This design comes from an exercise in tuning for a short achievable clock period and few clock cycles per item on the open sky130 flow, not from production work.
The RTL was checked by simulation tests, not by an equivalence proof against the original design.

==> flow/design.v (outline; a module is shown in full before it is edited, if it fits) <==
// module ica_mul32: 1483 lines
// module ica_sq32: 700 lines
// module ica_fact_lut: 44 lines
// module integer_calculator_alu: 412 lines
module integer_calculator_alu #(
  parameter int DATA_WIDTH = 32
) (
  input  logic        clk_i,
  input  logic        rst_ni,
  input  logic        in_valid_i,
  output logic        in_ready_o,
  input  logic [3:0]  req_type_i,
  input  logic [31:0] operand_a_i,
  input  logic [31:0] operand_b_i,
  output logic        out_valid_o,
  input  logic        out_ready_i,
  output logic [31:0] result_value_o,
  output logic [2:0]  status_o
);
  // ...
==> flow/run.sh <==
#!/bin/bash
# synth_recipe.tcl (not shown) runs the flow's synth.tcl, then flattens the netlist and writes it again
# the make line also repeats each setting of config.mk as NAME=value (left out here)
make -C /OpenROAD-flow-scripts/flow DESIGN_CONFIG=/design/flow/config.mk WORK_HOME=/design/flow/orfs CLKGATE_MAP_FILE= SYNTH_SCRIPT=/design/flow/synth_recipe.tcl finish
==> flow/config.mk <==
export PLATFORM = sky130hd
export DESIGN_NAME = integer_calculator_alu
export DESIGN_NICKNAME = integer_calculator_alu
export VERILOG_FILES = /design/flow/design.v
export SDC_FILE = /design/flow/constraint.sdc
export NUM_CORES = 4
export LEC_CHECK = 0
export ABC_CLOCK_PERIOD_IN_PS = 3000
export CAP_MARGIN = 20
export CORE_MARGIN = 2
export CORE_UTILIZATION = 40
export SETUP_SLACK_MARGIN = 3.5
export SLEW_MARGIN = 20
export TNS_END_PERCENT = 100
==> flow/constraint.sdc <==
create_clock -name core_clock -period 8.0 [get_ports {clk_i}]
set_input_delay 1.6000 -clock core_clock [delete_from_list [all_inputs] [get_ports {clk_i}]]
set_output_delay 1.6000 -clock core_clock [all_outputs]
set_load 0.01 [all_outputs]
==> results.json, run 1 <==
{
  "antenna_cells": 35,
  "synth_edf_count": 1207,
  "yosys.area.top_type": "edfxtp_1",
  "seq_share_pct": 25.4,
  "grt_pass1_wl_um": 926000,
  "fill_cells": 30100,
  "min_from": "u_sq.st0_q[2]$_DFFE_PP_",
  "seq_area_frac_synth_pct": 31.3,
  "syn_area_per_cell_um2": 9.09,
  "endpoint": "r1_q[25]$_DFFE_PP_",
  "synth_top_area_share_pct": 27.9,
  "crit_buf_inv": 4,
  "cp_max_fo": 10,
  "slew_headroom_pct": 5.06,
  "postPlaceCellArea_um2": 138000,
  "io_buffer_count": 108,
  "grt.busiest_layer": "met2",
  "final_common_cell": "nor2_1",
  "cts_sinks": 1422,
  "vias": 128000,
  "top_register": "u_mul.st0_q",
  "wl_per_cell_um": 34.9,
  "synth_area_leaders": "edfxtp_1, ha_1, fa_1",
  "grt_overflow": 0,
  "critical_path.max_stage_delay_ps": 660,
  "root_buffer": "clkbuf_16",
  "grt_max_degree": 167,
  "drt_iter0_markers": 19000,
  "nWellTaps": 4325,
  "dominant_cells": "multi-input gates",
  "worstSetupPathType": "reg -> reg",
  "min_path_cells": 0,
  "status": "finished clean",
  "rr_worst_depth": 26,
  "path_delay_family": "compound AO/OA/AOI/OAI gates",
  "wl_met1_um": 246000,
  "drtPass1Iterations": 14,
  "post-synth-top-count-cell": "nor2_1"
}
Testbench counts, summed over its fixed seeds: cycles 12,856, items 2,400.
==> module ica_fact_lut, before the edit <==
module ica_fact_lut (
  input  logic [5:0]  n_i,
  output logic [31:0] f_o
);
  always_comb begin
    unique case (n_i)
      6'd0: f_o = 32'h00000001;
      6'd1: f_o = 32'h00000001;
      6'd2: f_o = 32'h00000002;
      6'd3: f_o = 32'h00000006;
      6'd4: f_o = 32'h00000018;
      6'd5: f_o = 32'h00000078;
      6'd6: f_o = 32'h000002d0;
      6'd7: f_o = 32'h000013b0;
      6'd8: f_o = 32'h00009d80;
      6'd9: f_o = 32'h00058980;
      6'd10: f_o = 32'h00375f00;
      6'd11: f_o = 32'h02611500;
      6'd12: f_o = 32'h1c8cfc00;
      6'd13: f_o = 32'h7328cc00;
      6'd14: f_o = 32'h4c3b2800;
      6'd15: f_o = 32'h77775800;
      6'd16: f_o = 32'h77758000;
      6'd17: f_o = 32'heecd8000;
      6'd18: f_o = 32'hca730000;
      6'd19: f_o = 32'h06890000;
      6'd20: f_o = 32'h82b40000;
      6'd21: f_o = 32'hb8c40000;
      6'd22: f_o = 32'he0d80000;
      6'd23: f_o = 32'h33680000;
      6'd24: f_o = 32'hd1c00000;
      6'd25: f_o = 32'h7bc00000;
      6'd26: f_o = 32'h91800000;
      6'd27: f_o = 32'h58800000;
      6'd28: f_o = 32'hae000000;
      6'd29: f_o = 32'hb6000000;
      6'd30: f_o = 32'h54000000;
      6'd31: f_o = 32'h2c000000;
      6'd32: f_o = 32'h80000000;
      6'd33: f_o = 32'h80000000;
      default: f_o = 32'h00000000;
    endcase
  end
endmodule
==> module integer_calculator_alu, before the edit <==
module integer_calculator_alu #(
  parameter int DATA_WIDTH = 32
) (
  input  logic        clk_i,
  input  logic        rst_ni,
  input  logic        in_valid_i,
  output logic        in_ready_o,
  input  logic [3:0]  req_type_i,
  input  logic [31:0] operand_a_i,
  input  logic [31:0] operand_b_i,
  output logic        out_valid_o,
  input  logic        out_ready_i,
  output logic [31:0] result_value_o,
  output logic [2:0]  status_o
);
  function automatic logic [5:0] ctz32(input logic [31:0] v);
    logic [15:0] v16;
    logic [7:0]  v8;
    logic [3:0]  v4;
    logic [1:0]  v2;
    logic        z16, z8, z4, z2, z1;
    z16 = (v[15:0] == '0);
    v16 = z16 ? v[31:16] : v[15:0];
    z8  = (v16[7:0] == '0);
    v8  = z8 ? v16[15:8] : v16[7:0];
    z4  = (v8[3:0] == '0);
    v4  = z4 ? v8[7:4] : v8[3:0];
    z2  = (v4[1:0] == '0);
    v2  = z2 ? v4[3:2] : v4[1:0];
    z1  = ~v2[0];
    ctz32 = (v == '0) ? 6'd32 : {1'b0, z16, z8, z4, z2, z1};
  endfunction
  function automatic logic [5:0] clz32(input logic [31:0] v);
    logic [15:0] v16;
    logic [7:0]  v8;
    logic [3:0]  v4;
    logic [1:0]  v2;
    logic        z16, z8, z4, z2, z1;
    z16 = (v[31:16] == '0);
    v16 = z16 ? v[15:0] : v[31:16];
    z8  = (v16[15:8] == '0);
    v8  = z8 ? v16[7:0] : v16[15:8];
    z4  = (v8[7:4] == '0);
    v4  = z4 ? v8[3:0] : v8[7:4];
    z2  = (v4[3:2] == '0);
    v2  = z2 ? v4[1:0] : v4[3:2];
    z1  = ~v2[1];
    clz32 = (v == '0) ? 6'd32 : {1'b0, z16, z8, z4, z2, z1};
  endfunction
  logic        h_v, s_v;
  logic [3:0]  h_op, s_op;
  logic [31:0] h_a, h_b, s_a, s_b;
  logic        pop;
  logic        accept;
  assign in_ready_o = ~s_v;
  assign accept     = in_valid_i & ~s_v;
  always_ff @(posedge clk_i or negedge rst_ni) begin
    if (!rst_ni) begin
      h_v <= 1'b0;
      s_v <= 1'b0;
    end else if (!h_v || pop) begin
      h_v <= s_v | accept;
      s_v <= 1'b0;
    end else if (accept) begin
      s_v <= 1'b1;
    end
  end
  always_ff @(posedge clk_i) begin
    if (!h_v || pop) begin
      if (s_v) begin
        h_op <= s_op;
        h_a  <= s_a;
        h_b  <= s_b;
      end else begin
        h_op <= req_type_i;
        h_a  <= operand_a_i;
        h_b  <= operand_b_i;
      end
    end
    if (!s_v) begin
      s_op <= req_type_i;
      s_a  <= operand_a_i;
      s_b  <= operand_b_i;
    end
  end
  localparam int S_IDLE = 0;
  localparam int S_M1   = 1;
  localparam int S_M2   = 2;
  localparam int S_DSET = 3;
  localparam int S_DIT  = 4;
  localparam int S_PA   = 5;
  localparam int S_PB   = 6;
  localparam int S_PC   = 7;
  localparam int S_GCD  = 8;
  localparam int NS     = 9;
  logic [NS-1:0] st_q, st_d;
  logic        fin, fire;
  logic [31:0] res_val;
  logic [2:0]  res_st;
  logic        k_v;
  assign fire = fin & ~k_v;
  assign pop  = st_q[S_IDLE] & h_v & ~k_v;
  logic e_div, e_gcd, e_sa, e_sb;
  logic op_add, op_sub, op_mul, op_div, op_mod, op_pow, op_fact, op_gcd, op_lcm, op_unk;
  assign op_add  = (h_op == OP_ADD);
  assign op_sub  = (h_op == OP_SUB);
  assign op_mul  = (h_op == OP_MUL);
  assign op_div  = (h_op == OP_DIV);
  assign op_mod  = (h_op == OP_MOD);
  assign op_pow  = (h_op == OP_POW);
  assign op_fact = (h_op == OP_FACT);
  assign op_gcd  = (h_op == OP_GCD);
  assign op_lcm  = (h_op == OP_LCM);
  assign op_unk  = (h_op > OP_LCM);
  logic a_neg, b_neg, a_zero, b_zero, a_min, b_ones;
  assign a_neg  = h_a[31];
  assign b_neg  = h_b[31];
  assign a_zero = (h_a == '0);
  assign b_zero = (h_b == '0);
  assign a_min  = (h_a == 32'h8000_0000);
  assign b_ones = &h_b;
  logic [31:0] acc_q, base_q, e_pow_q;
  logic [31:0] mul_x, mul_y, sq_x, mul_p, sq_p;
  logic        mul_en;
  assign mul_en = st_q[S_IDLE] | st_q[S_PA];
  assign mul_x  = st_q[S_IDLE] ? h_a : acc_q;
  assign mul_y  = st_q[S_IDLE] ? (op_pow ? 32'd1 : h_b) : base_q;
  assign sq_x   = st_q[S_IDLE] ? h_a : base_q;
  ica_mul32 u_mul (.clk_i(clk_i), .rst_ni(rst_ni), .en_i(mul_en), .x_i(mul_x), .y_i(mul_y), .p_o(mul_p));
  ica_sq32  u_sq  (.clk_i(clk_i), .rst_ni(rst_ni), .en_i(mul_en), .x_i(sq_x), .p_o(sq_p));
  logic [31:0] pow_e0;
  logic        pow_e0_zero, pow_zero;
  assign pow_e0      = h_a[0] ? {2'b00, h_b[29:0]} : h_b;
  assign pow_e0_zero = (h_b[29:0] == '0) & (h_a[0] | (h_b[31:30] == 2'b00));
  assign pow_zero    = ~h_a[0] & (h_b[30:5] != '0);
  logic [31:0] pow_acc_n;
  logic        pow_last;
  assign pow_acc_n = e_pow_q[0] ? mul_p : acc_q;
  assign pow_last  = (e_pow_q[31:1] == '0);
  logic [31:0] fact_v;
  ica_fact_lut u_fact (.n_i(h_a[5:0]), .f_o(fact_v));
  logic [31:0] dq_q, dr_q, da_q;
  logic [6:0]  nq_q;
  logic [32:0] dd_q;
  logic [34:0] bm1_q, bm3_q, bm5_q, bm7_q;
  logic [3:0]  dcnt_q;
  logic [31:0] abs_a, na, nb;
  assign abs_a = a_neg ? (~h_a + 32'd1) : h_a;
  assign na    = h_a ^ {32{a_neg}};
  assign nb    = h_b ^ {32{b_neg}};
  logic [5:0]  lz_a, lz_b;
  logic [6:0]  nq;
  logic [3:0]  nstep;
  assign lz_a = clz32(na) - {5'd0, a_neg};
  assign lz_b = clz32(nb);
  assign nq   = {1'b0, lz_b} - {1'b0, lz_a} + 7'd1;
  always_comb begin
    nstep = 4'd11;
    for (int n = 10; n >= 1; n--) if (nq_q[5:0] <= 6'(3 * n)) nstep = 4'(n);
  end
  logic [31:0] xa_est, nb_sm;
  logic        div_small;
  assign xa_est = a_neg ? {na[30:0], 1'b1} : na;
  always_comb begin
    nb_sm = nb;
    nb_sm = nb_sm | (nb_sm >> 1);
    nb_sm = nb_sm | (nb_sm >> 2);
    nb_sm = nb_sm | (nb_sm >> 4);
    nb_sm = nb_sm | (nb_sm >> 8);
    nb_sm = nb_sm | (nb_sm >> 16);
  end
  assign div_small = ((xa_est & ~(nb_sm >> 1)) == '0);
  logic [31:0] dr_init;
  logic [32:0] dd_init;
  always_comb begin
    dr_init = '0;
    dd_init = '0;
    for (int n = 1; n <= 11; n++) begin
      if (nstep == 4'(n)) begin
        dr_init = dr_init | 32'({32'd0, da_q} >> (3 * n));
        dd_init = dd_init | 33'({da_q, 33'd0} >> (3 * n));
      end
    end
  end
  logic [34:0] nb35;
  logic [34:0] bm1_n, bm3_n, bm5_n, bm7_n;
  assign nb35  = {3'b000, nb};
  assign bm1_n = nb35 + {34'd0, b_neg};
  assign bm3_n = nb35 + (nb35 << 1) + (b_neg ? 35'd3 : 35'd0);
  assign bm5_n = nb35 + (nb35 << 2) + (b_neg ? 35'd5 : 35'd0);
  assign bm7_n = (nb35 << 3) + ~nb35 + (b_neg ? 35'd8 : 35'd1);
  logic [34:0] bm [8];
  assign bm[0] = '0;
  assign bm[1] = bm1_q;
  assign bm[2] = bm1_q << 1;
  assign bm[3] = bm3_q;
  assign bm[4] = bm1_q << 2;
  assign bm[5] = bm5_q;
  assign bm[6] = bm3_q << 1;
  assign bm[7] = bm7_q;
  logic [34:0] dt;
  logic [35:0] dc [8], dn [8];
  logic [7:0]  dok, dsel;
  logic [2:0]  dj;
  logic [31:0] drn, drneg, dqn, dqneg, dnq, div_res;
  assign dt = {1'b0, dr_q[30:0], dd_q[32:30]};
  always_comb begin
    for (int j = 0; j < 8; j++) begin
      dc[j]  = {1'b0, dt} - {1'b0, bm[j]};
      dn[j]  = {1'b0, bm[j]} - {1'b0, dt};
      dok[j] = ~dc[j][35];
    end
    for (int j = 0; j < 7; j++) dsel[j] = dok[j] & ~dok[j+1];
    dsel[7] = dok[7];
    drn   = '0;
    drneg = '0;
    for (int j = 0; j < 8; j++) begin
      drn   = drn   | ({32{dsel[j]}} & dc[j][31:0]);
      drneg = drneg | ({32{dsel[j]}} & dn[j][31:0]);
    end
    dj = {dsel[4] | dsel[5] | dsel[6] | dsel[7],
          dsel[2] | dsel[3] | dsel[6] | dsel[7],
          dsel[1] | dsel[3] | dsel[5] | dsel[7]};
  end
  assign dnq     = 32'd0 - dq_q;
  assign dqn     = {dq_q[28:0], dj};
  assign dqneg   = (dj != 3'd0) ? {~dq_q[28:0], 3'(~dj + 3'd1)} : {dnq[28:0], 3'd0};
  assign div_res = e_div ? ((e_sa ^ e_sb) ? dqneg : dqn)
                          : (e_sa ? drneg : drn);
  logic [30:0] gx_q, gy_q;
  logic [31:0] r1_q, r2_q;
  logic [4:0]  gk_q;
  logic        govf_q;
  logic [5:0]  ta, tb, lzb0;
  logic [5:0]  tsh;
  logic [31:0] r1_init;
  assign ta      = ctz32(h_a);
  assign tb      = ctz32(h_b);
  assign lzb0    = clz32(h_b);
  assign tsh     = (ta > tb) ? (ta - tb) : 6'd0;
  assign r1_init = h_b << tsh[4:0];
  logic        geq, gxge;
  logic [5:0]  gt;
  logic [31:0] gdxy, gdyx;
  logic [30:0] gd, gv;
  logic [32:0] gsum;
  logic [5:0]  lz1, lz2;
  logic        gsh_ovf;
  logic [31:0] gthis_sh;
  logic [31:0] ggcd;
  logic        govf_t;
  assign geq   = (gx_q == gy_q);
  assign gdxy  = {1'b0, gx_q} - {1'b0, gy_q};
  assign gdyx  = {1'b0, gy_q} - {1'b0, gx_q};
  assign gxge  = ~gdxy[31];
  assign gt    = ctz32({1'b0, gx_q ^ gy_q});
  assign gd    = gxge ? gdxy[30:0] : gdyx[30:0];
  assign gv    = gd >> gt[4:0];
  assign gsum  = {1'b0, r1_q} + {1'b0, r2_q};
  assign lz1   = clz32(r1_q);
  assign lz2   = clz32(r2_q);
  assign gsh_ovf  = gxge ? (gt >= lz1) : (gt >= lz2);
  assign gthis_sh = (gxge ? r1_q : r2_q) << gt[4:0];
  assign govf_t   = govf_q | (gsum[32:31] != 2'b00);
  assign ggcd     = {1'b0, gx_q} << gk_q;
  logic div_go, div_err, pow_go, gcd_go;
  assign div_err = b_zero | (op_div & a_min & b_ones);
  assign div_go  = (op_div | op_mod) & ~div_err & ~div_small;
  assign pow_go  = op_pow & ~b_neg & ~pow_e0_zero & ~pow_zero;
  assign gcd_go  = (op_gcd | op_lcm) & ~(a_neg | b_neg | a_zero | b_zero);
  always_comb begin
    st_d    = st_q;
    fin     = 1'b0;
    res_val = '0;
    res_st  = ST_OK;
    if (st_q[S_IDLE] && h_v && !k_v) begin
      fin = ~(op_mul | div_go | pow_go | gcd_go);
      if (op_mul) st_d = NS'(1) << S_M1;
      if (div_go) st_d = NS'(1) << S_DSET;
      if (pow_go) st_d = NS'(1) << S_PB;
      if (gcd_go) st_d = NS'(1) << S_GCD;
      if (op_add) res_val = h_a + h_b;
      if (op_sub) res_val = h_a - h_b;
      if (op_div | op_mod) begin
        if (b_zero) res_st = ST_DIVZERO;
        else if (op_div & a_min & b_ones) res_st = ST_OVERFLOW;
        else if (op_mod) res_val = h_a;
      end
      if (op_pow) begin
        if (b_neg) res_st = ST_DOMAIN;
        else if (pow_e0_zero) res_val = 32'd1;
      end
      if (op_fact) begin
        if (a_neg) res_st = ST_DOMAIN;
        else if (h_a[30:6] == '0) res_val = fact_v;
      end
      if (op_gcd | op_lcm) res_st = ST_DOMAIN;
      if (op_unk) res_st = ST_UNKNOWN;
    end
    if (st_q[S_M1]) st_d = NS'(1) << S_M2;
    if (st_q[S_M2]) begin
      fin = 1'b1; res_val = mul_p;
    end
    if (st_q[S_DSET]) st_d = NS'(1) << S_DIT;
    if (st_q[S_DIT] && dcnt_q == 4'd1) begin
      fin = 1'b1; res_val = div_res;
    end
    if (st_q[S_PA]) st_d = NS'(1) << S_PB;
    if (st_q[S_PB]) st_d = NS'(1) << S_PC;
    if (st_q[S_PC]) begin
      if (pow_last) begin
        fin = 1'b1; res_val = pow_acc_n;
      end else begin
        st_d = NS'(1) << S_PA;
      end
    end
    if (st_q[S_GCD] && geq) begin
      fin = 1'b1;
      if (e_gcd) res_val = ggcd;
      else if (govf_t) res_st = ST_OVERFLOW;
      else res_val = gsum[31:0];
    end
    if (fire) st_d = NS'(1) << S_IDLE;
  end
  always_ff @(posedge clk_i or negedge rst_ni) begin
    if (!rst_ni) st_q <= NS'(1) << S_IDLE;
    else         st_q <= st_d;
  end
  always_ff @(posedge clk_i) begin
    if (st_q[S_IDLE]) begin
      e_div   <= op_div;
      e_gcd   <= op_gcd;
      e_sa    <= a_neg;
      e_sb    <= b_neg;
      acc_q   <= 32'd1;
      e_pow_q <= pow_e0;
      da_q    <= abs_a;
      nq_q    <= nq;
      bm1_q   <= bm1_n;
      bm3_q  <= bm3_n;
      bm5_q  <= bm5_n;
      bm7_q  <= bm7_n;
      gx_q   <= 31'(h_a >> ta[4:0]);
      gy_q   <= 31'(h_b >> tb[4:0]);
      gk_q   <= (ta < tb) ? ta[4:0] : tb[4:0];
      r1_q   <= r1_init;
      r2_q   <= '0;
      govf_q <= (tsh >= lzb0);
    end
    if (st_q[S_DSET]) begin
      dr_q   <= dr_init;
      dd_q   <= dd_init;
      dq_q   <= '0;
      dcnt_q <= nstep;
    end
    if (st_q[S_DIT] && dcnt_q != 4'd1) begin
      dr_q   <= drn;
      dq_q   <= dqn;
      dd_q   <= {dd_q[29:0], 3'd0};
      dcnt_q <= dcnt_q - 4'd1;
    end
    if (st_q[S_PC] && !pow_last) begin
      acc_q   <= pow_acc_n;
      base_q  <= sq_p;
      e_pow_q <= e_pow_q >> 1;
    end
    if (st_q[S_GCD] && !geq) begin
      if (gxge) begin
        gx_q <= gv;
        r1_q <= gthis_sh;
        r2_q <= gsum[31:0];
      end else begin
        gy_q <= gv;
        r2_q <= gthis_sh;
        r1_q <= gsum[31:0];
      end
      govf_q <= govf_q | gsh_ovf | (gsum[32:31] != 2'b00);
    end
  end
  logic        o_v;
  logic [31:0] o_val, k_val;
  logic [2:0]  o_st, k_st;
  always_ff @(posedge clk_i or negedge rst_ni) begin
    if (!rst_ni) begin
      o_v <= 1'b0;
      k_v <= 1'b0;
    end else if (o_v && !out_ready_i) begin
      if (fire) k_v <= 1'b1;
    end else begin
      o_v <= k_v | fire;
      k_v <= 1'b0;
    end
  end
  always_ff @(posedge clk_i) begin
    if (!k_v) begin
      k_val <= res_val;
      k_st  <= res_st;
    end
    if (!o_v || out_ready_i) begin
      if (k_v) begin
        o_val <= k_val;
        o_st  <= k_st;
      end else begin
        o_val <= res_val;
        o_st  <= res_st;
      end
    end
  end
  assign out_valid_o    = o_v;
  assign result_value_o = o_val;
  assign status_o       = o_st;
endmodule
==> run 2: changes to the inputs <==
--- a/flow/design.v
+++ b/flow/design.v
@@ -2201,45 +2201,43 @@
   input  logic [5:0]  n_i,
   output logic [31:0] f_o
 );
-  always_comb begin
-    unique case (n_i)
-      6'd0: f_o = 32'h00000001;
-      6'd1: f_o = 32'h00000001;
-      6'd2: f_o = 32'h00000002;
-      6'd3: f_o = 32'h00000006;
-      6'd4: f_o = 32'h00000018;
-      6'd5: f_o = 32'h00000078;
-      6'd6: f_o = 32'h000002d0;
-      6'd7: f_o = 32'h000013b0;
-      6'd8: f_o = 32'h00009d80;
-      6'd9: f_o = 32'h00058980;
-      6'd10: f_o = 32'h00375f00;
-      6'd11: f_o = 32'h02611500;
-      6'd12: f_o = 32'h1c8cfc00;
-      6'd13: f_o = 32'h7328cc00;
-      6'd14: f_o = 32'h4c3b2800;
-      6'd15: f_o = 32'h77775800;
-      6'd16: f_o = 32'h77758000;
-      6'd17: f_o = 32'heecd8000;
-      6'd18: f_o = 32'hca730000;
-      6'd19: f_o = 32'h06890000;
-      6'd20: f_o = 32'h82b40000;
-      6'd21: f_o = 32'hb8c40000;
-      6'd22: f_o = 32'he0d80000;
-      6'd23: f_o = 32'h33680000;
-      6'd24: f_o = 32'hd1c00000;
-      6'd25: f_o = 32'h7bc00000;
-      6'd26: f_o = 32'h91800000;
-      6'd27: f_o = 32'h58800000;
-      6'd28: f_o = 32'hae000000;
-      6'd29: f_o = 32'hb6000000;
-      6'd30: f_o = 32'h54000000;
-      6'd31: f_o = 32'h2c000000;
-      6'd32: f_o = 32'h80000000;
-      6'd33: f_o = 32'h80000000;
-      default: f_o = 32'h00000000;
-    endcase
-  end
+  localparam logic [34*32-1:0] FACT = {
+    32'h80000000,
+    32'h80000000,
+    32'h2c000000,
+    32'h54000000,
+    32'hb6000000,
+    32'hae000000,
+    32'h58800000,
+    32'h91800000,
+    32'h7bc00000,
+    32'hd1c00000,
+    32'h33680000,
+    32'he0d80000,
+    32'hb8c40000,
+    32'h82b40000,
+    32'h06890000,
+    32'hca730000,
+    32'heecd8000,
+    32'h77758000,
+    32'h77775800,
+    32'h4c3b2800,
+    32'h7328cc00,
+    32'h1c8cfc00,
+    32'h02611500,
+    32'h00375f00,
+    32'h00058980,
+    32'h00009d80,
+    32'h000013b0,
+    32'h000002d0,
+    32'h00000078,
+    32'h00000018,
+    32'h00000006,
+    32'h00000002,
+    32'h00000001,
+    32'h00000001
+  };
+  assign f_o = (n_i < 6'd34) ? FACT[32 * n_i +: 32] : 32'd0;
 endmodule
 import ica_pkg::*;
 module integer_calculator_alu #(
@@ -2293,6 +2291,23 @@
   endfunction
   logic        h_v, s_v;
   logic [3:0]  h_op, s_op;
+  logic [31:0] h_pa, h_pb, s_pa, s_pb, in_pa, in_pb;
+  logic [5:0]  h_la, h_lb, s_la, s_lb, in_la, in_lb;
+  assign in_pa = operand_a_i[31] ? (~operand_a_i + 32'd1) : operand_a_i;
+  assign in_pb = operand_b_i[31] ? (~operand_b_i + 32'd1) : operand_b_i;
+  assign in_la = clz32(operand_a_i ^ {32{operand_a_i[31]}}) - {5'd0, operand_a_i[31]};
+  assign in_lb = clz32(operand_b_i ^ {32{operand_b_i[31]}});
+  logic [30:0] h_gx, h_gy, s_gx, s_gy, in_gx, in_gy;
+  logic [4:0]  h_gk, s_gk, in_gk;
+  logic [5:0]  h_gzb, s_gzb, in_gzb;
+  logic [5:0]  in_ta, in_tb, in_tab;
+  assign in_ta  = ctz32(operand_a_i | ((req_type_i == OP_LCM) ? operand_b_i : 32'd0));
+  assign in_tb  = ctz32(operand_b_i);
+  assign in_tab = ctz32(operand_a_i | operand_b_i);
+  assign in_gx  = 31'(operand_a_i >> in_ta[4:0]);
+  assign in_gy  = 31'(operand_b_i >> in_tb[4:0]);
+  assign in_gk  = in_tab[4:0];
+  assign in_gzb = clz32(operand_b_i);
   logic [31:0] h_a, h_b, s_a, s_b;
   logic        pop;
   logic        accept;
@@ -2313,37 +2328,63 @@
     if (!h_v || pop) begin
       if (s_v) begin
         h_op <= s_op;
+        h_pa <= s_pa;
+        h_pb <= s_pb;
+        h_la <= s_la;
+        h_lb <= s_lb;
+        h_gx <= s_gx;
+        h_gy <= s_gy;
+        h_gk <= s_gk;
+        h_gzb <= s_gzb;
         h_a  <= s_a;
         h_b  <= s_b;
       end else begin
         h_op <= req_type_i;
+        h_pa <= in_pa;
+        h_pb <= in_pb;
+        h_la <= in_la;
+        h_lb <= in_lb;
+        h_gx <= in_gx;
+        h_gy <= in_gy;
+        h_gk <= in_gk;
+        h_gzb <= in_gzb;
         h_a  <= operand_a_i;
         h_b  <= operand_b_i;
       end
     end
     if (!s_v) begin
       s_op <= req_type_i;
+      s_pa <= in_pa;
+      s_pb <= in_pb;
+      s_la <= in_la;
+      s_lb <= in_lb;
+      s_gx <= in_gx;
+      s_gy <= in_gy;
+      s_gk <= in_gk;
+      s_gzb <= in_gzb;
       s_a  <= operand_a_i;
       s_b  <= operand_b_i;
     end
   end
   localparam int S_IDLE = 0;
   localparam int S_M1   = 1;
+  localparam int S_DFIN = 3;
   localparam int S_M2   = 2;
-  localparam int S_DSET = 3;
   localparam int S_DIT  = 4;
   localparam int S_PA   = 5;
   localparam int S_PB   = 6;
   localparam int S_PC   = 7;
   localparam int S_GCD  = 8;
-  localparam int NS     = 9;
+  localparam int S_XFIN = 9;
+  localparam int NS     = 10;
   logic [NS-1:0] st_q, st_d;
   logic        fin, fire;
   logic [31:0] res_val;
   logic [2:0]  res_st;
   logic        k_v;
   assign fire = fin & ~k_v;
-  assign pop  = st_q[S_IDLE] & h_v & ~k_v;
+  logic start;
+  assign pop  = start;
   logic e_div, e_gcd, e_sa, e_sb;
   logic op_add, op_sub, op_mul, op_div, op_mod, op_pow, op_fact, op_gcd, op_lcm, op_unk;
   assign op_add  = (h_op == OP_ADD);
@@ -2366,10 +2407,10 @@
   logic [31:0] acc_q, base_q, e_pow_q;
   logic [31:0] mul_x, mul_y, sq_x, mul_p, sq_p;
   logic        mul_en;
-  assign mul_en = st_q[S_IDLE] | st_q[S_PA];
-  assign mul_x  = st_q[S_IDLE] ? h_a : acc_q;
-  assign mul_y  = st_q[S_IDLE] ? (op_pow ? 32'd1 : h_b) : base_q;
-  assign sq_x   = st_q[S_IDLE] ? h_a : base_q;
+  assign mul_en = 1'b1;
+  assign mul_x  = st_q[S_PA] ? acc_q : h_a;
+  assign mul_y  = st_q[S_PA] ? base_q : (op_pow ? 32'd1 : h_b);
+  assign sq_x   = st_q[S_PA] ? base_q : h_a;
   ica_mul32 u_mul (.clk_i(clk_i), .rst_ni(rst_ni), .en_i(mul_en), .x_i(mul_x), .y_i(mul_y), .p_o(mul_p));
   ica_sq32  u_sq  (.clk_i(clk_i), .rst_ni(rst_ni), .en_i(mul_en), .x_i(sq_x), .p_o(sq_p));
   logic [31:0] pow_e0;
@@ -2383,37 +2424,22 @@
   assign pow_last  = (e_pow_q[31:1] == '0);
   logic [31:0] fact_v;
   ica_fact_lut u_fact (.n_i(h_a[5:0]), .f_o(fact_v));
-  logic [31:0] dq_q, dr_q, da_q;
-  logic [6:0]  nq_q;
+  logic [31:0] dq_q, dr_q;
   logic [32:0] dd_q;
   logic [34:0] bm1_q, bm3_q, bm5_q, bm7_q;
   logic [3:0]  dcnt_q;
-  logic [31:0] abs_a, na, nb;
-  assign abs_a = a_neg ? (~h_a + 32'd1) : h_a;
+  logic [31:0] na, nb;
   assign na    = h_a ^ {32{a_neg}};
   assign nb    = h_b ^ {32{b_neg}};
-  logic [5:0]  lz_a, lz_b;
   logic [6:0]  nq;
   logic [3:0]  nstep;
-  assign lz_a = clz32(na) - {5'd0, a_neg};
-  assign lz_b = clz32(nb);
-  assign nq   = {1'b0, lz_b} - {1'b0, lz_a} + 7'd1;
+  assign nq   = {1'b0, h_lb} - {1'b0, h_la} + 7'd1;
   always_comb begin
     nstep = 4'd11;
-    for (int n = 10; n >= 1; n--) if (nq_q[5:0] <= 6'(3 * n)) nstep = 4'(n);
+    for (int n = 10; n >= 1; n--) if (nq[5:0] <= 6'(3 * n)) nstep = 4'(n);
   end
-  logic [31:0] xa_est, nb_sm;
   logic        div_small;
-  assign xa_est = a_neg ? {na[30:0], 1'b1} : na;
-  always_comb begin
-    nb_sm = nb;
-    nb_sm = nb_sm | (nb_sm >> 1);
-    nb_sm = nb_sm | (nb_sm >> 2);
-    nb_sm = nb_sm | (nb_sm >> 4);
-    nb_sm = nb_sm | (nb_sm >> 8);
-    nb_sm = nb_sm | (nb_sm >> 16);
-  end
-  assign div_small = ((xa_est & ~(nb_sm >> 1)) == '0);
+  assign div_small = nq[6] | (nq == 7'd0);
   logic [31:0] dr_init;
   logic [32:0] dd_init;
   always_comb begin
@@ -2421,18 +2447,18 @@
     dd_init = '0;
     for (int n = 1; n <= 11; n++) begin
       if (nstep == 4'(n)) begin
-        dr_init = dr_init | 32'({32'd0, da_q} >> (3 * n));
-        dd_init = dd_init | 33'({da_q, 33'd0} >> (3 * n));
+        dr_init = dr_init | 32'({32'd0, h_pa} >> (3 * n));
+        dd_init = dd_init | 33'({h_pa, 33'd0} >> (3 * n));
       end
     end
   end
-  logic [34:0] nb35;
+  logic [34:0] db35;
   logic [34:0] bm1_n, bm3_n, bm5_n, bm7_n;
-  assign nb35  = {3'b000, nb};
-  assign bm1_n = nb35 + {34'd0, b_neg};
-  assign bm3_n = nb35 + (nb35 << 1) + (b_neg ? 35'd3 : 35'd0);
-  assign bm5_n = nb35 + (nb35 << 2) + (b_neg ? 35'd5 : 35'd0);
-  assign bm7_n = (nb35 << 3) + ~nb35 + (b_neg ? 35'd8 : 35'd1);
+  assign db35  = {3'b000, h_pb};
+  assign bm1_n = db35;
+  assign bm3_n = db35 + (db35 << 1);
+  assign bm5_n = db35 + (db35 << 2);
+  assign bm7_n = (db35 << 3) - db35;
   logic [34:0] bm [8];
   assign bm[0] = '0;
   assign bm[1] = bm1_q;
@@ -2443,47 +2469,50 @@
   assign bm[6] = bm3_q << 1;
   assign bm[7] = bm7_q;
   logic [34:0] dt;
-  logic [35:0] dc [8], dn [8];
+  logic [35:0] dc [8];
   logic [7:0]  dok, dsel;
   logic [2:0]  dj;
-  logic [31:0] drn, drneg, dqn, dqneg, dnq, div_res;
+  logic [31:0] drn, dqn, div_res;
   assign dt = {1'b0, dr_q[30:0], dd_q[32:30]};
   always_comb begin
     for (int j = 0; j < 8; j++) begin
       dc[j]  = {1'b0, dt} - {1'b0, bm[j]};
-      dn[j]  = {1'b0, bm[j]} - {1'b0, dt};
       dok[j] = ~dc[j][35];
     end
     for (int j = 0; j < 7; j++) dsel[j] = dok[j] & ~dok[j+1];
     dsel[7] = dok[7];
     drn   = '0;
-    drneg = '0;
     for (int j = 0; j < 8; j++) begin
       drn   = drn   | ({32{dsel[j]}} & dc[j][31:0]);
-      drneg = drneg | ({32{dsel[j]}} & dn[j][31:0]);
     end
     dj = {dsel[4] | dsel[5] | dsel[6] | dsel[7],
           dsel[2] | dsel[3] | dsel[6] | dsel[7],
           dsel[1] | dsel[3] | dsel[5] | dsel[7]};
   end
-  assign dnq     = 32'd0 - dq_q;
   assign dqn     = {dq_q[28:0], dj};
-  assign dqneg   = (dj != 3'd0) ? {~dq_q[28:0], 3'(~dj + 3'd1)} : {dnq[28:0], 3'd0};
-  assign div_res = e_div ? ((e_sa ^ e_sb) ? dqneg : dqn)
-                          : (e_sa ? drneg : drn);
+  assign div_res = e_div ? (((e_sa ^ e_sb) ? ~dq_q : dq_q) + {31'd0, e_sa ^ e_sb})
+                         : ((e_sa ? ~dr_q : dr_q) + {31'd0, e_sa});
   logic [30:0] gx_q, gy_q;
   logic [31:0] r1_q, r2_q;
   logic [4:0]  gk_q;
   logic        govf_q;
-  logic [5:0]  ta, tb, lzb0;
-  logic [5:0]  tsh;
-  logic [31:0] r1_init;
-  assign ta      = ctz32(h_a);
-  assign tb      = ctz32(h_b);
-  assign lzb0    = clz32(h_b);
-  assign tsh     = (ta > tb) ? (ta - tb) : 6'd0;
-  assign r1_init = h_b << tsh[4:0];
-  logic        geq, gxge;
+  logic        ieq, ione, ixge, ixe, isx;
+  logic [5:0]  it;
+  logic [31:0] idxy, idyx;
+  logic [30:0] id, iv;
+  assign ieq   = (h_gx == h_gy);
+  assign ione  = (h_gx == 31'd1) | (h_gy == 31'd1);
+  assign idxy  = {1'b0, h_gx} - {1'b0, h_gy};
+  assign idyx  = {1'b0, h_gy} - {1'b0, h_gx};
+  assign ixge  = ~idxy[31];
+  assign ixe   = ~h_gx[0];
+  assign isx   = ixe | ixge;
+  assign it    = ixe ? ctz32({1'b0, h_gx}) : ctz32({1'b0, h_gx ^ h_gy});
+  assign id    = ixe ? h_gx : ixge ? idxy[30:0] : idyx[30:0];
+  assign iv    = id >> it[4:0];
+  logic        gdone0;
+  assign gdone0 = ieq | (op_gcd & ione);
+  logic        geq, gxge, gxe, gsx;
   logic [5:0]  gt;
   logic [31:0] gdxy, gdyx;
   logic [30:0] gd, gv;
@@ -2497,32 +2526,69 @@
   assign gdxy  = {1'b0, gx_q} - {1'b0, gy_q};
   assign gdyx  = {1'b0, gy_q} - {1'b0, gx_q};
   assign gxge  = ~gdxy[31];
-  assign gt    = ctz32({1'b0, gx_q ^ gy_q});
-  assign gd    = gxge ? gdxy[30:0] : gdyx[30:0];
+  assign gxe   = ~gx_q[0];
+  assign gsx   = gxe | gxge;
+  assign gt    = gxe ? ctz32({1'b0, gx_q}) : ctz32({1'b0, gx_q ^ gy_q});
+  assign gd    = gxe ? gx_q : gxge ? gdxy[30:0] : gdyx[30:0];
   assign gv    = gd >> gt[4:0];
   assign gsum  = {1'b0, r1_q} + {1'b0, r2_q};
   assign lz1   = clz32(r1_q);
   assign lz2   = clz32(r2_q);
-  assign gsh_ovf  = gxge ? (gt >= lz1) : (gt >= lz2);
-  assign gthis_sh = (gxge ? r1_q : r2_q) << gt[4:0];
+  assign gsh_ovf  = gsx ? (gt >= lz1) : (gt >= lz2);
+  assign gthis_sh = (gsx ? r1_q : r2_q) << gt[4:0];
   assign govf_t   = govf_q | (gsum[32:31] != 2'b00);
-  assign ggcd     = {1'b0, gx_q} << gk_q;
+  logic [31:0] gres_val, hold_q;
+  logic [2:0]  gres_st, hold_st_q;
+  always_comb begin
+    gres_val = '0;
+    gres_st  = ST_OK;
+    if (e_gcd) gres_val = ggcd;
+    else if (govf_t) gres_st = ST_OVERFLOW;
+    else gres_val = gsum[31:0];
+  end
+  logic gone;
+  assign gone     = (gx_q == 31'd1) | (gy_q == 31'd1);
+  assign ggcd     = {1'b0, (gone ? 31'd1 : gx_q)} << gk_q;
   logic div_go, div_err, pow_go, gcd_go;
   assign div_err = b_zero | (op_div & a_min & b_ones);
   assign div_go  = (op_div | op_mod) & ~div_err & ~div_small;
   assign pow_go  = op_pow & ~b_neg & ~pow_e0_zero & ~pow_zero;
-  assign gcd_go  = (op_gcd | op_lcm) & ~(a_neg | b_neg | a_zero | b_zero);
+  assign gcd_go  = (op_gcd | op_lcm) & ~(a_neg | b_neg | a_zero | b_zero) & ~gdone0;
+  logic go_next, idle_start, over_start, fin_old;
+  assign go_next = op_mul | div_go | pow_go | gcd_go;
   always_comb begin
     st_d    = st_q;
-    fin     = 1'b0;
+    fin_old = 1'b0;
     res_val = '0;
     res_st  = ST_OK;
-    if (st_q[S_IDLE] && h_v && !k_v) begin
-      fin = ~(op_mul | div_go | pow_go | gcd_go);
-      if (op_mul) st_d = NS'(1) << S_M1;
-      if (div_go) st_d = NS'(1) << S_DSET;
-      if (pow_go) st_d = NS'(1) << S_PB;
-      if (gcd_go) st_d = NS'(1) << S_GCD;
+    if (st_q[S_M1]) st_d = NS'(1) << S_M2;
+    if (st_q[S_M2]) begin
+      fin_old = 1'b1; res_val = mul_p;
+    end
+    if (st_q[S_DIT] && dcnt_q == 4'd1) st_d = NS'(1) << S_DFIN;
+    if (st_q[S_DFIN]) begin
+      fin_old = 1'b1; res_val = div_res;
+    end
+    if (st_q[S_PA]) st_d = NS'(1) << S_PB;
+    if (st_q[S_PB]) st_d = NS'(1) << S_PC;
+    if (st_q[S_PC]) begin
+      if (pow_last) begin
+        fin_old = 1'b1; res_val = pow_acc_n;
+      end else begin
+        st_d = NS'(1) << S_PA;
+      end
+    end
+    if (st_q[S_GCD] && (geq || (e_gcd && gone))) begin
+      fin_old = 1'b1; res_val = gres_val; res_st = gres_st;
+    end
+    if (st_q[S_XFIN]) begin
+      res_val = hold_q; res_st = hold_st_q;
+    end
+    idle_start = st_q[S_IDLE] & h_v & ~k_v;
+    over_start = fin_old & h_v & ~k_v & go_next;
+    start      = idle_start | over_start;
+    fin        = fin_old | st_q[S_XFIN] | (idle_start & ~go_next);
+    if (idle_start) begin
       if (op_add) res_val = h_a + h_b;
       if (op_sub) res_val = h_a - h_b;
       if (op_div | op_mod) begin
@@ -2538,66 +2604,32 @@
         if (a_neg) res_st = ST_DOMAIN;
         else if (h_a[30:6] == '0) res_val = fact_v;
       end
-      if (op_gcd | op_lcm) res_st = ST_DOMAIN;
-      if (op_unk) res_st = ST_UNKNOWN;
-    end
-    if (st_q[S_M1]) st_d = NS'(1) << S_M2;
-    if (st_q[S_M2]) begin
-      fin = 1'b1; res_val = mul_p;
-    end
-    if (st_q[S_DSET]) st_d = NS'(1) << S_DIT;
-    if (st_q[S_DIT] && dcnt_q == 4'd1) begin
-      fin = 1'b1; res_val = div_res;
-    end
-    if (st_q[S_PA]) st_d = NS'(1) << S_PB;
-    if (st_q[S_PB]) st_d = NS'(1) << S_PC;
-    if (st_q[S_PC]) begin
-      if (pow_last) begin
-        fin = 1'b1; res_val = pow_acc_n;
-      end else begin
-        st_d = NS'(1) << S_PA;
+      if (op_gcd | op_lcm) begin
+        if (a_neg | b_neg | a_zero | b_zero) res_st = ST_DOMAIN;
+        else if (op_gcd) res_val = {1'b0, (ione ? 31'd1 : h_gx)} << h_gk;
+        else res_val = h_b;
       end
+      if (op_unk) res_st = ST_UNKNOWN;
     end
-    if (st_q[S_GCD] && geq) begin
-      fin = 1'b1;
-      if (e_gcd) res_val = ggcd;
-      else if (govf_t) res_st = ST_OVERFLOW;
-      else res_val = gsum[31:0];
+    if (fin_old && k_v) st_d = NS'(1) << S_XFIN;
+    if (fire)           st_d = NS'(1) << S_IDLE;
+    if (start && go_next) begin
+      if (op_mul) st_d = NS'(1) << S_M1;
+      if (div_go) st_d = NS'(1) << S_DIT;
+      if (pow_go) st_d = NS'(1) << S_PB;
+      if (gcd_go) st_d = NS'(1) << S_GCD;
     end
-    if (fire) st_d = NS'(1) << S_IDLE;
   end
+  logic [NS-1:0] stx_q;
   always_ff @(posedge clk_i or negedge rst_ni) begin
-    if (!rst_ni) st_q <= NS'(1) << S_IDLE;
-    else         st_q <= st_d;
+    if (!rst_ni) stx_q <= '0;
+    else         stx_q <= st_d ^ (NS'(1) << S_IDLE);
   end
+  assign st_q = stx_q ^ (NS'(1) << S_IDLE);
   always_ff @(posedge clk_i) begin
-    if (st_q[S_IDLE]) begin
-      e_div   <= op_div;
-      e_gcd   <= op_gcd;
-      e_sa    <= a_neg;
-      e_sb    <= b_neg;
-      acc_q   <= 32'd1;
-      e_pow_q <= pow_e0;
-      da_q    <= abs_a;
-      nq_q    <= nq;
-      bm1_q   <= bm1_n;
-      bm3_q  <= bm3_n;
-      bm5_q  <= bm5_n;
-      bm7_q  <= bm7_n;
-      gx_q   <= 31'(h_a >> ta[4:0]);
-      gy_q   <= 31'(h_b >> tb[4:0]);
-      gk_q   <= (ta < tb) ? ta[4:0] : tb[4:0];
-      r1_q   <= r1_init;
-      r2_q   <= '0;
-      govf_q <= (tsh >= lzb0);
-    end
-    if (st_q[S_DSET]) begin
-      dr_q   <= dr_init;
-      dd_q   <= dd_init;
-      dq_q   <= '0;
-      dcnt_q <= nstep;
-    end
-    if (st_q[S_DIT] && dcnt_q != 4'd1) begin
+    hold_q    <= res_val;
+    hold_st_q <= res_st;
+    if (st_q[S_DIT]) begin
       dr_q   <= drn;
       dq_q   <= dqn;
       dd_q   <= {dd_q[29:0], 3'd0};
@@ -2608,17 +2640,47 @@
       base_q  <= sq_p;
       e_pow_q <= e_pow_q >> 1;
     end
-    if (st_q[S_GCD] && !geq) begin
-      if (gxge) begin
+    if (st_q[S_GCD]) begin
+      if (gsx) begin
         gx_q <= gv;
         r1_q <= gthis_sh;
-        r2_q <= gsum[31:0];
+        if (!gxe) r2_q <= gsum[31:0];
       end else begin
         gy_q <= gv;
         r2_q <= gthis_sh;
         r1_q <= gsum[31:0];
       end
-      govf_q <= govf_q | gsh_ovf | (gsum[32:31] != 2'b00);
+      govf_q <= govf_q | gsh_ovf | (~gxe & (gsum[32:31] != 2'b00));
+    end
+    if (st_q[S_IDLE] || over_start) begin
+      e_div   <= op_div;
+      e_gcd   <= op_gcd;
+      e_sa    <= a_neg;
+      e_sb    <= b_neg;
+      acc_q   <= 32'd1;
+      e_pow_q <= pow_e0;
+      dr_q    <= dr_init;
+      dd_q    <= dd_init;
+      dq_q    <= '0;
+      dcnt_q  <= nstep;
+      bm1_q   <= bm1_n;
+      bm3_q   <= bm3_n;
+      bm5_q   <= bm5_n;
+      bm7_q   <= bm7_n;
+      gk_q   <= h_gk;
+      if (isx) begin
+        gx_q   <= iv;
+        gy_q   <= h_gy;
+        r1_q   <= h_b << it[4:0];
+        r2_q   <= ixe ? 32'd0 : h_b;
+        govf_q <= (it >= h_gzb);
+      end else begin
+        gx_q   <= h_gx;
+        gy_q   <= iv;
+        r1_q   <= h_b;
+        r2_q   <= '0;
+        govf_q <= 1'b0;
+      end
     end
   end
   logic        o_v;
--- a/flow/config.mk
+++ b/flow/config.mk
@@ -8,7 +8,7 @@
 export ABC_CLOCK_PERIOD_IN_PS = 3000
 export CAP_MARGIN = 20
 export CORE_MARGIN = 2
-export CORE_UTILIZATION = 40
+export CORE_UTILIZATION = 30
 export SETUP_SLACK_MARGIN = 3.5
 export SLEW_MARGIN = 20
 export TNS_END_PERCENT = 100
==> results.json, run 2 <==
{
  "status": "finished clean",
  "hpwl_um": 475000,
  "timing.rr.end": "gx_q[3]$_DFFE_PP_",
  "seq_area_frac_synth_pct": 32.4,
  "largestRegisters": "u_mul.st0_q x338, u_sq.st0_q x156, u_mul.st1_q x93",
  "grt_overflow": 0,
  "worstSetupPathType": "reg -> reg",
  "drive_above_1_share_pct": 26.8,
  "vias": 131000,
  "cts.reportedPaths.clkPinSlew_ps": 60,
  "crit_path_end_kind": "flip-flop",
  "rows": 242,
  "clockBufferDepth": 4,
  "post-synth-top-count-cell": "nor2_1",
  "muxShareOfSynthArea_pct": 5.84,
  "gr-usage-all-layers_pct": 28.6,
  "synth-main-ff-cell": "dfxtp_1",
  "top_register": "u_mul.st0_q",
  "fin_crit_ps": 5290,
  "fin_worst_skew_ps": 184,
  "synth-adder-area-share_pct": 15.6,
  "drc": 0,
  "slew_headroom_pct": 6.03,
  "final_common_cell": "nor2_1",
  "rsz0062_at_grt": "yes",
  "coreArea_um2": 434000,
  "avgViaCountPerCell": 5.99,
  "clk_latency_ps": 1030,
  "globalplace.congestion": 1.02,
  "synth_warnings": 5,
  "grt_pass1_vias": 122000,
  "synthSimpleGateAreaFrac_pct": 15.6,
  "synth_top_area_share_pct": 19.1,
  "cp_max_fo": 6,
  "ant_nets": 0,
  "syn_area_per_cell_um2": 8.90,
  "synth_area_leaders": "edfxtp_1, dfxtp_1, fa_1",
  "tns_ps": 0,
  "syn_to_final_growth_pct": 32.8,
  "endpoint": "gx_q[3]$_DFFE_PP_",
  "synthTopCellsByCount": "nor2_1, nand2_1, a21oi_1",
  "dp.cells": 20100,
  "yosys.area.top_type": "edfxtp_1",
  "synth_edf_count": 831,
  "chipWidth_um": 663,
  "start_util_pct": 30.1,
  "cap_violations": 0,
  "hold_viol": 0,
  "grt_pass1_wl_um": 922000,
  "crit_path_start_kind": "flip-flop",
  "async_flop_share_pct": 0.887,
  "io_buffer_count": 108,
  "layout.nets": 17200,
  "drtPass1Iterations": 12,
  "yosysUniqueCellTypes": 129,
  "reg2reg_slack_ps": 2710,
  "drt_iter0_markers": 18700,
  "synth_top_family_by_area": "compound AO/OA/AOI/OAI gates",
  "wl_per_cell_um": 30.8,
  "ys_seq_elements": 1691,
  "antenna_found_initial": 57,
  "dpl_worst_slack_ps": 1040,
  "cts_htree_levels": 4,
  "critical_path_arrival_ps": 5940,
  "slew_viol_final": 0,
  "fp.dieArea_um2": 440000,
  "synth_xor_xnor_area_share_pct": 4.02,
  "wl_um": 672000,
  "worst_slack_ps": 2710,
  "worstMarginPinSlew_ps": 1400,
  "rr_worst_depth": 21,
  "min_path_cells": 0,
  "hp-class": "reg -> reg",
  "chipHeight_um": 663,
  "max_freq_mhz": 189,
  "hold_slack_ps": 403,
  "root_buffer": "clkbuf_16",
  "finalNonFillerCells": 21800,
  "cts_buffers": 199,
  "netlist_instances": 14700,
  "cp.required_ps": 8650,
  "cts_sinks": 1691,
  "largest_register_ffs": 338,
  "r2r_start": "gy_q[1]$_DFFE_PP_",
  "finalSetupViolations": 0,
  "synth_compound_area_share_pct": 21.0,
  "cts_tree": "done",
  "critPathLaunch": "gy_q[1]$_DFFE_PP_",
  "grt_max_degree": 143,
  "layout_common_cells": "nor2_1, buf_4, nand2_1, inv_1, dfxtp_1",
  "post-route-period-util_pct": 66.2,
  "syn_area_um2": 130000,
  "min_from": "u_sq.st0_q[9]$_DFF_P_",
  "ioPinCount": 109,
  "synth_nets": 16000
}
## run 2: cell count changes after synthesis, sizes merged, moves of 74 or more
cell	before	now
nor3	254	328
nand2	1107	1332
mux2i	307	478
edfxtp	1207	831
o21ai	713	866
xnor2	595	401
a21o	350	231
ha	943	696
dfxtp	201	845
## run 2: kinds of logic (layout without fill, tap and decap cells)
family / Yosys count / in the layout
buffers and inverters: 1871 / 3219
DFF: 1691 / 1691
other: 1 / 32
and+or+nand+nor: 4415 / 4428
xor gates and xnor gates: 598 / 598
AOI/OAI and AO/OA: 4115 / 4118
adders and majority gates: 1280 / 1280
muxes: 689 / 689
## run 2: repair_timing
item / 4_1_cts / 5_1_grt
setup buffers: 843 / 352
hold endpoints to repair: 0 / 0
resized for setup: 2162 / 1066
hold buffers: 0 / 0
pin swaps: 552 / 553
cloned: 52 / 33
endpoints found under the setup margin: 1233 / 844
## run 2: layer usage
metal	part of all wire (%)	GRT usage (%)	vias up
met2	41	42.0	8554
li1	-	-	55600
met3	12	7.33	2262
met4	8.0	17.3	26
met1	39	37.7	64200
met5	0.033	0	-
## run 2: cell type report
class                      instances  area, um2
clock inverter                    98       1020
multi-input combinational      11100      94800
timing repair buffer            1854      18400
timing repair inverter             6       78.8
tap                             5734       7170
fill                           42500     260000
clock buffer                     272       5560
antenna                           31       77.6
sequential                      1691      42300
inverter                         989       3910
## run 2: worst min path at each step
stage,to,slack (ps)
final,u_sq.st1_q[10]$_DFFE_PP_,400
after global routing,u_sq.st1_q[0]$_DFFE_PP_,380
after CTS,u_sq.st1_q[0]$_DFFE_PP_,370
after detailed placement,u_mul.st1_q[4]$_DFFE_PP_,390
after global placement,u_sq.st1_q[13]$_DFFE_PP_,390
after floorplan,u_mul.st1_q[0]$_DFFE_PP_,390
## run 2: worst max-delay path: stages, from the launching register on
cell and delay (ps):
edfxtp_1 460, ha_1 330, buf_6 130, buf_6 100
nand4_1 120, buf_4 160, or4_4 590, o21ai_2 160
or3b_4 400, a21oi_4 200, o221ai_4 200, nand2_4 210
clkinv_8 90, buf_12 150, buf_16 130, or4_4 470
and3_4 230, o21ai_4 160, a2bb2oi_4 100, a221oi_4 350
buf_6 180, o21ai_4 70
## run 2: through the flow
step                util, %  area, um2
global placement       32.3     140000
global route           39.9     173000
detailed placement     32.3     140000
finish                 39.9     173000
floorplan                 -     131000
CTS                    38.0     165000
Testbench counts of run 2, summed over its fixed seeds: cycles 11,351, items 2,400.
==> run 3: changes to the inputs <==
--- a/flow/design.v
+++ b/flow/design.v
@@ -2300,10 +2300,11 @@
   logic [30:0] h_gx, h_gy, s_gx, s_gy, in_gx, in_gy;
   logic [4:0]  h_gk, s_gk, in_gk;
   logic [5:0]  h_gzb, s_gzb, in_gzb;
-  logic [5:0]  in_ta, in_tb, in_tab;
-  assign in_ta  = ctz32(operand_a_i | ((req_type_i == OP_LCM) ? operand_b_i : 32'd0));
+  logic [5:0]  in_ta, in_tb, in_tab, in_ta0;
+  assign in_ta0 = ctz32(operand_a_i);
   assign in_tb  = ctz32(operand_b_i);
   assign in_tab = ctz32(operand_a_i | operand_b_i);
+  assign in_ta  = (req_type_i == OP_LCM) ? in_tab : in_ta0;
   assign in_gx  = 31'(operand_a_i >> in_ta[4:0]);
   assign in_gy  = 31'(operand_b_i >> in_tb[4:0]);
   assign in_gk  = in_tab[4:0];
--- a/flow/config.mk
+++ b/flow/config.mk
@@ -9,6 +9,6 @@
 export CAP_MARGIN = 20
 export CORE_MARGIN = 2
 export CORE_UTILIZATION = 30
-export SETUP_SLACK_MARGIN = 3.5
+export SETUP_SLACK_MARGIN = 4.5
 export SLEW_MARGIN = 20
 export TNS_END_PERCENT = 100
==> results.json, run 3 <==
{
  "synth_edf_count": 831,
  "syn_area_per_cell_um2": 8.90,
  "layout.nets": 17500,
  "min_from": "u_mul.st0_q[0]$_DFF_P_",
  "synth_top_area_share_pct": 19.2,
  "min_path_cells": 0,
  "hold-path-endpoint": "u_mul.st1_q[0]$_DFFE_PP_",
  "top_register": "u_mul.st0_q",
  "crit_path_end_kind": "flip-flop",
  "syn_area_um2": 130000,
  "rsz0062_at_grt": "yes",
  "postPlaceCellArea_um2": 139000,
  "gr-usage-all-layers_pct": 28.7,
  "hp-class": "reg -> reg",
  "cts_hold_buffers": 0,
  "timing.rr.end": "gx_q[5]$_DFFE_PP_",
  "final_area_um2": 182000,
  "cp_max_fo": 12,
  "max_freq_mhz": 190,
  "post-synth-top-count-cell": "nor2_1",
  "ant_nets": 0,
  "reg2reg_slack_ps": 2730,
  "wl_per_cell_um": 30.0,
  "start_util_pct": 30.1,
  "drive_above_1_share_pct": 32.8,
  "cap_violations": 0,
  "grt_max_degree": 157,
  "rows": 241,
  "tns_ps": 0,
  "cts_buffers": 189,
  "hold_slack_ps": 364,
  "finalNonFillerCells": 22100,
  "wl_met2_um": 266000,
  "slew_headroom_pct": 6.64,
  "grt_pass1_vias": 124000,
  "wl_um": 662000,
  "cts.reportedPaths.clkPinSlew_ps": 70,
  "synth_warnings": 5,
  "ioPinCount": 109,
  "cts_sinks": 1691,
  "avgViaCountPerCell": 6.01,
  "synth_area_leaders": "edfxtp_1, dfxtp_1, fa_1",
  "layout_common_cells": "buf_4, nor2_1, nand2_1, inv_1, dfxtp_1",
  "drtPass1Iterations": 13,
  "worstSetupPathType": "reg -> reg",
  "globalplace.congestion": 1.11,
  "synth_nets": 15900,
  "antenna_found_initial": 44,
  "r2r_start": "h_gx[27]$_DFFE_PN_",
  "crit_path_start_kind": "flip-flop",
  "cts_htree_levels": 4,
  "seq_area_frac_synth_pct": 32.5,
  "crit_buf_inv": 7,
  "cp_slowest_cell": "a211o_1",
  "async_flop_share_pct": 0.887,
  "cp.required_ps": 8650,
  "syn_to_final_growth_pct": 40.5,
  "status": "finished clean",
  "finalSetupViolations": 0,
  "grt_pass1_wl_um": 916000,
  "largest_register_ffs": 338,
  "vias": 133000,
  "coreArea_um2": 431000,
  "hold_viol": 0,
  "fp.dieArea_um2": 438000,
  "slew_viol_final": 0,
  "io_buffer_count": 108,
  "chipHeight_um": 662,
  "yosysUniqueCellTypes": 105,
  "critical_path.max_stage_delay_ps": 460,
  "crit_chain": "buf_4 -> clkinvlp_4 -> ha_1 -> buf_4 -> nand3_1 -> a211o_1 -> a211o_1 -> o21ba_4 -> o21ai_4 -> buf_12 -> nand2_8 -> buf_6 -> buf_6 -> buf_12 -> o32a_1 -> o21ba_4 -> a32o_2 -> a31oi_4 -> o211ai_1 -> o311a_1",
  "fin_crit_ps": 5270,
  "cts_tree": "done",
  "synth-main-ff-cell": "dfxtp_1",
  "fin_worst_skew_ps": 105,
  "rr_worst_depth": 20,
  "worstMarginPinSlew_ps": 1390,
  "ys_seq_elements": 1691,
  "drc": 0,
  "critical_path_arrival_ps": 5920,
  "clockBufferDepth": 4,
  "drt_iter0_markers": 19200,
  "root_buffer": "clkbuf_16",
  "largestRegisters": "u_mul.st0_q x338, u_sq.st0_q x156, u_mul.st1_q x93",
  "synthTopCellsByCount": "nor2_1, nand2_1, a21oi_1",
  "hpwl_um": 442000,
  "chipWidth_um": 662,
  "final_common_cell": "buf_4",
  "netlist_instances": 14600,
  "routed-wl-met3_um": 87500,
  "highest_layer": "met5",
  "path_delay_family": "compound AO/OA/AOI/OAI gates",
  "fill_cells": 40800,
  "grt_overflow": 0,
  "yosys.area.top_type": "edfxtp_1",
  "post-route-period-util_pct": 65.9,
  "clk_latency_ps": 950,
  "dp.cells": 20000,
  "wl_met1_um": 251000
}
-- run 3: worst max-delay path by stage --
stage | endpoint | cells past startpoint | start | slack [ps]
floorplan | h_gy[4]$_DFFE_PN_ | 22 | operand_b_i[1] | 2170
global placement | h_gx[6]$_DFFE_PN_ | 17 | operand_b_i[11] | 690
detailed placement | h_gy[4]$_DFFE_PN_ | 18 | operand_b_i[0] | 670
CTS | h_gx[4]$_DFFE_PN_ | 18 | operand_a_i[2] | 2840
global route | h_gx[5]$_DFFE_PN_ | 18 | operand_a_i[4] | 2600
finish | gx_q[5]$_DFFE_PP_ | 20 | h_gx[27]$_DFFE_PN_ | 2730
-- run 3: timing repair --
item | in CTS | in global routing
gates cloned | 153 | 20
pin swaps | 875 | 662
gates resized for setup | 3626 | 1183
buffers inserted | 1208 | 350
endpoints found under the hold margin | 0 | 0
setup endpoints to repair | 1508 | 1355
-- run 3: layout make-up --
| class | count | area (um2) | share of cell area, % |
|---|---|---|---|
| multi-input combinational | 11000 | 97400 | 53.4 |
| sequential | 1691 | 42300 | 23.2 |
| timing repair buffer | 2265 | 25000 | 13.7 |
| tap | 5710 | 7140 | 3.92 |
| clock buffer | 270 | 5490 | 3.01 |
| inverter | 993 | 3940 | 2.16 |
| clock inverter | 80 | 860 | 0.471 |
| timing repair inverter | 15 | 256 | 0.141 |
| antenna | 33 | 82.6 | 0.0453 |
-- run 3: kinds of logic (layout without fill, tap and decap cells) --
| group | Yosys count | in the layout | synth area share, % |
|---|---|---|---|
| buffers and inverters | 1890 | 3623 | 5.59 |
| multiplexers | 707 | 707 | 5.97 |
| other | 1 | 34 | 0.00289 |
| AO/OA/AOI/OAI | 4014 | 4017 | 20.5 |
| flip-flops | 1691 | 1691 | 32.5 |
| adder cells (fa/ha/maj) | 1281 | 1281 | 15.7 |
| XOR/XNOR | 615 | 616 | 4.15 |
| AND/OR/NAND/NOR | 4386 | 4401 | 15.5 |
-- run 3: worst register-to-register path: cells and delay by family, from the launching register on --
family                   cells  cell delay [ps]
adder cells (fa/ha/maj)      1              340
flip-flops                   1              320
AND/OR/NAND/NOR              2              450
buffers and inverters        7             1350
AO/OA/AOI/OAI               10             2590
-- run 3: layer usage --
metal	vias to the layer above	track usage [%]
met5	-	0.443
met3	2425	9.97
li1	56000	-
met2	9339	40.5
met1	64800	36.7
met4	46	19.2
-- run 3: stage by stage --
stage                     setup WS, ps  utilization (%)
after floorplan                   2170                -
after global placement             688             32.3
after detailed placement           670             32.3
after CTS                         2840             40.3
after global routing              2600             42.3
final                             2730             42.3
Testbench counts of run 3, summed over its fixed seeds: cycles 11,351, items 2,400.

==> what the ideal ports hide <==
The flow's constraints put no driver on any port. The routed layouts listed below were extracted and timed again, unchanged, in two steps.
Step 1 assumes that a clkbuf_16 drives the clock port and a buf_2 every other input.
Step 2 also shifts input and output timing later by t, the mid clock arrival at the registers, as if the neighbouring blocks saw the same clock.
Slacks: no drivers / after step 1 / after step 2; pairs: no drivers / after step 1.
| run | shift t [ns] | setup WS [ns] | slew at the worst register clock pin (ns) | worst data-port slew with drivers (ns) |
|---|---|---|---|---|
| run 1 | 1.007 | 1.532 / 1.532 / 1.532 | 0.09 / 0.09 | 0.11 |
| run 2 | 1.056 | 2.706 / 2.706 / 1.993 | 0.08 / 0.08 | 0.09 |
| run 3 | 1.017 | 2.726 / 2.726 / 1.861 | 0.08 / 0.08 | 0.09 |
After both steps setup and hold are still met in every run listed. For run 3, which loses most, drivers alone change the setup slack by 0.000 ns; drivers and shift together by -0.865 ns.
